Context: an optimization exercise on an open-source flow, tuned for small area. The choices shown serve that exercise and are no tape-out recipe.
Function was checked by simulation only, so behaviour that the tests miss may differ from the original.
No activity file was given, so power comes from the tool's default toggle rates.

==> job 2920 <==
Design local_move, start of the top module:
module local_move
(
    input  logic        clk,
    input  logic        rst_n,
    input  logic        clause_write,
    input  logic [1:0]  clause_index,
    input  logic [15:0] clause_data,
    input  logic [3:0]  clause_enable,
    input  logic [9:0]  current,
    input  logic [1:0]  bool_propose_enable,
    input  logic [1:0]  int_propose_enable,
    input  logic        start,
    output logic [11:0] gains,
    output logic [2:0]  best_gain,
    output logic [9:0]  best_assignment,
    output logic        done
);
==> flow/config.mk <==
export PLATFORM = sky130hd
export DESIGN_NAME = local_move
export DESIGN_NICKNAME = local_move
export VERILOG_FILES = /design/flow/design.v
export SDC_FILE = /design/flow/constraint.sdc
export NUM_CORES = 4
export LEC_CHECK = 0
export CAP_MARGIN = 20
export CORE_MARGIN = 2
export CORE_UTILIZATION = 65
export CTS_BUF_LIST = sky130_fd_sc_hd__clkbuf_8
export CTS_CLUSTER_DIAMETER = 60
export CTS_CLUSTER_SIZE = 40
export SLEW_MARGIN = 20
export SYNTH_HIERARCHICAL = 1
==> flow/constraint.sdc <==
create_clock -name core_clock -period 12.0 [get_ports {clk}]
set_input_delay 2.4000 -clock core_clock [delete_from_list [all_inputs] [get_ports {clk}]]
set_output_delay 2.4000 -clock core_clock [all_outputs]
set_load 0.01 [all_outputs]
standard.sh (not shown) runs the stock make flow with config.mk's settings and CLKGATE_MAP_FILE= SYNTH_SCRIPT=/design/flow/synth_recipe.tcl, a recipe that flattens the netlist after the stock synthesis.
==> flow/flow/run.sh <==
#!/bin/bash
# Standard ORFS layout; the only change is the cell used to buffer the ports
# (the smallest plain buffer instead of the flow's default pick).
set -euo pipefail
export BUFFER_PORTS_ARGS="-buffer_cell sky130_fd_sc_hd__buf_1"
bash standard.sh > standard.log 2>&1
==> inputs of job 8909, as changes to job 2920 <==
==> flow/run.sh (new file) <==
#!/bin/bash
# synth_recipe.tcl (not shown) runs the flow's synth.tcl, then flattens the netlist and writes it again
# the make line also repeats each setting of config.mk as NAME=value (left out here)
make -C /OpenROAD-flow-scripts/flow DESIGN_CONFIG=/design/flow/config.mk WORK_HOME=/design/flow/orfs CLKGATE_MAP_FILE= SYNTH_SCRIPT=/design/flow/synth_recipe.tcl finish
Settings changed: CORE_UTILIZATION 65 to 40, CTS_BUF_LIST sky130_fd_sc_hd__clkbuf_8 to unset, CTS_CLUSTER_DIAMETER 60 to unset, CTS_CLUSTER_SIZE 40 to unset.
removed: flow/flow/run.sh
removed: flow/standard.sh
==> inputs of job 3235, as changes to job 2920 <==
Settings changed: CTS_CLUSTER_DIAMETER 60 to unset, CTS_CLUSTER_SIZE 40 to unset.
==> results.txt <==
	job 2920	job 3235	job 8909
Status	finished clean	finished clean	finished clean
Drt first pass iters	6	6	5
P&R area growth vs syn	9.69%	9.69%	17.7%
Final weighted congestion in routability-driven placement	0.850	0.850	0.838
Worst Setup SP	current[4]	current[4]	current[5]
Required time at the endpoint of the critical path	12340 ps	12340 ps	12310 ps
Internal Dissipation	1.69 mW	1.69 mW	1.83 mW
Part of the total power dissipated in combinational logic	68.5%	68.5%	65.8%
Sequential fraction of total cell area	30.1%	30.1%	28.1%
Pre-CTS setup slack	959 ps	959 ps	579 ps
Post-DP Area	0.0105 mm²	0.0105 mm²	0.0111 mm²
Upper clock frequency limit	94.4 MHz	94.4 MHz	90.9 MHz
Worst-path fanout max	11	11	13
Final Cycle Share	88.3%	88.3%	91.6%
Worst vdd ir	0.215 mV	0.215 mV	0.123 mV
Area enclosed by the die boundary	0.0163 mm²	0.0163 mm²	0.0261 mm²
Number of filler instances in the final layout	1081	1081	2221
Register-to-Register Path Depth	23	23	25
Transition time of the tightest slew-check pin	1010 ps	1010 ps	840 ps
Sw frac	44.4%	44.4%	42.8%
Power, Total	3.03 mW	3.03 mW	3.19 mW
Final design instance area without fill	0.0109 mm²	0.0109 mm²	0.0117 mm²

==> branch yarrow <==
Another version of the RTL of local_move (not shown whole).
Settings: LEC_CHECK=0, CAP_MARGIN=20, CORE_MARGIN=2, CORE_UTILIZATION=85, CTS_BUF_LIST=sky130_fd_sc_hd__clkbuf_8, SLEW_MARGIN=20, SYNTH_HIERARCHICAL=1; clock period 12.0 ns.
==> flow/flow/run.sh <==
#!/bin/bash
# Standard ORFS layout with two changes: the ports are buffered with the smallest
# plain buffer, and clock tree synthesis adds no dummy load cells.
set -euo pipefail
export BUFFER_PORTS_ARGS="-buffer_cell sky130_fd_sc_hd__buf_1"
export CTS_ARGS="-sink_clustering_enable -repair_clock_nets -buf_list sky130_fd_sc_hd__clkbuf_8 -dont_use_dummy_load"
bash standard.sh > standard.log 2>&1
==> inputs of branch xenon, as changes to branch yarrow <==
==> flow/flow/run.sh (replaced) <==
#!/bin/bash
# Standard ORFS layout with two changes: the ports are buffered with the smallest
# plain buffer, and clock tree synthesis adds no dummy load cells.
set -euo pipefail
export BUFFER_PORTS_ARGS="-buffer_cell sky130_fd_sc_hd__buf_1"
export CTS_ARGS="-sink_clustering_enable -repair_clock_nets -buf_list sky130_fd_sc_hd__clkbuf_4 -sink_clustering_size 8 -sink_clustering_max_diameter 40 -dont_use_dummy_load"
bash standard.sh > standard.log 2>&1
- CORE_UTILIZATION: 85 -> 75
- CTS_BUF_LIST: sky130_fd_sc_hd__clkbuf_8 -> sky130_fd_sc_hd__clkbuf_4
==> results_dict.tcl <==
set metrics [dict create \
    clock_tree_area_fraction 0.0225 \
    timing.reg2reg.worst_path_depth 23 \
    placed_wire_length_estimate_um 18500 \
    run_status "finished clean" \
    max_freq_mhz 94.8 \
    starting_utilization_of_the_core_area 0.861 \
    overall_power_consumption_mw 3.01 \
    global_route_wire_length_before_repair_um 42700 \
]
(the above is from branch yarrow)
==> results_dict.tcl <==
set metrics [dict create \
    run_status "finished clean" \
    global_route_wire_length_before_repair_um 36600 \
    timing.reg2reg.worst_path_depth 22 \
    placed_wire_length_estimate_um 17300 \
    overall_power_consumption_mw 2.70 \
    clock_tree_area_fraction 0.0124 \
]
(the above is from branch xenon)

==> inputs of raven <==
local_move, a different RTL version from the one above (not shown whole).
==> flow/config.mk <==
export PLATFORM = sky130hd
export DESIGN_NAME = local_move
export DESIGN_NICKNAME = local_move
export VERILOG_FILES = /design/flow/design.v
export SDC_FILE = /design/flow/constraint.sdc
export NUM_CORES = 4
export LEC_CHECK = 0
export CAP_MARGIN = 20
export CORE_MARGIN = 2
export CORE_UTILIZATION = 85
export CTS_BUF_LIST = sky130_fd_sc_hd__clkbuf_4
export SLEW_MARGIN = 20
export SYNTH_HIERARCHICAL = 1
==> flow/constraint.sdc <==
create_clock -name core_clock -period 12.0 [get_ports {clk}]
set_input_delay 2.4000 -clock core_clock [delete_from_list [all_inputs] [get_ports {clk}]]
set_output_delay 2.4000 -clock core_clock [all_outputs]
set_load 0.01 [all_outputs]
==> flow/flow/run.sh <==
#!/bin/bash
# Standard ORFS layout with two changes: the ports are buffered with the smallest
# plain buffer, and clock tree synthesis adds no dummy load cells.
set -euo pipefail
export BUFFER_PORTS_ARGS="-buffer_cell sky130_fd_sc_hd__buf_1"
export CTS_ARGS="-sink_clustering_enable -repair_clock_nets -buf_list sky130_fd_sc_hd__clkbuf_4 -dont_use_dummy_load"
bash standard.sh > standard.log 2>&1
==> juniper (differences from raven) <==
==> flow/flow/run.sh (replaced) <==
#!/bin/bash
# Standard ORFS layout with two changes: the ports are buffered with the smallest
# plain buffer, and clock tree synthesis adds no dummy load cells.
set -euo pipefail
export BUFFER_PORTS_ARGS="-buffer_cell sky130_fd_sc_hd__buf_1"
export CTS_ARGS="-sink_clustering_enable -repair_clock_nets -root_buf sky130_fd_sc_hd__clkbuf_8 -buf_list sky130_fd_sc_hd__clkbuf_4 -dont_use_dummy_load"
bash standard.sh > standard.log 2>&1
CORE_UTILIZATION = 75   (was 85)
==> results.txt <==
status timing/DRC/antenna clean; met2 Use GR 57.87%; GR Util All Layers 34.71%; CP Capture Point s1_cnt[13]; Hold WS 0.4880 ns; Core Util, Final 80.55%; Post-DP Area 10410 um2; n_diodes 0; std cell rows 42; non-clock buffer count 75; Die X 119.0 um; initial antenna violation count 1; fillers 823; Starting Density 75.82%; Layout clock area frac 1.270%; sequential share of cell area 31.10%
# the run above: juniper

==> results.txt <==
status timing/DRC/antenna clean; sw frac 48.79%; GR Util met1 56.38%; met2 Use GR 70.79%; Starting Density 86.88%; Die X 112.0 um; Hold WS 0.4645 ns; sequential share of cell area 31.18%; Post-DP Area 10380 um2; GR Util All Layers 44.59%; # H-tree levels 4; std cell rows 39; non-clock buffer count 77; CP Capture Point s1_cnt[11]; initial antenna violation count 0; n_diodes 2; CTS tree built
# the run above: raven

## what the ideal ports hide
Ports are ideal in the flow. The routed layouts listed here were re-timed in OpenROAD.
Step 1, drivers: a clkbuf_16 drives clk and a buf_2 each remaining input, both assumed.
Step 2, shift: input delay + t, output delay - t, t = (earliest + latest rising clock arrival at the registers) / 2. This alone moves slack from input paths to output paths.
Three values: no drivers, after step 1, after step 2; two values: the first two.
run	t (ns)	slack for setup (ns)	clock arrival spread, ns
job 2920	0.482	1.405 / 1.414 / 0.931	0.018 / 0.017
job 8909	0.463	1.004 / 1.022 / 0.559	0.013 / 0.014
job 3235	0.482	1.405 / 1.414 / 0.931	0.018 / 0.017
branch yarrow	0.488	1.455 / 1.471 / 0.983	0.032 / 0.032
branch xenon	0.581	1.753 / 1.765 / 1.184	0.052 / 0.052
raven	0.566	1.025 / 1.037 / 0.471	0.040 / 0.040
juniper	0.466	1.015 / 1.010 / 0.544	0.052 / 0.052
After both steps setup and hold are still met in every run listed. For branch xenon, which loses most, drivers alone change the setup slack by +0.012 ns; drivers and shift together by -0.569 ns.
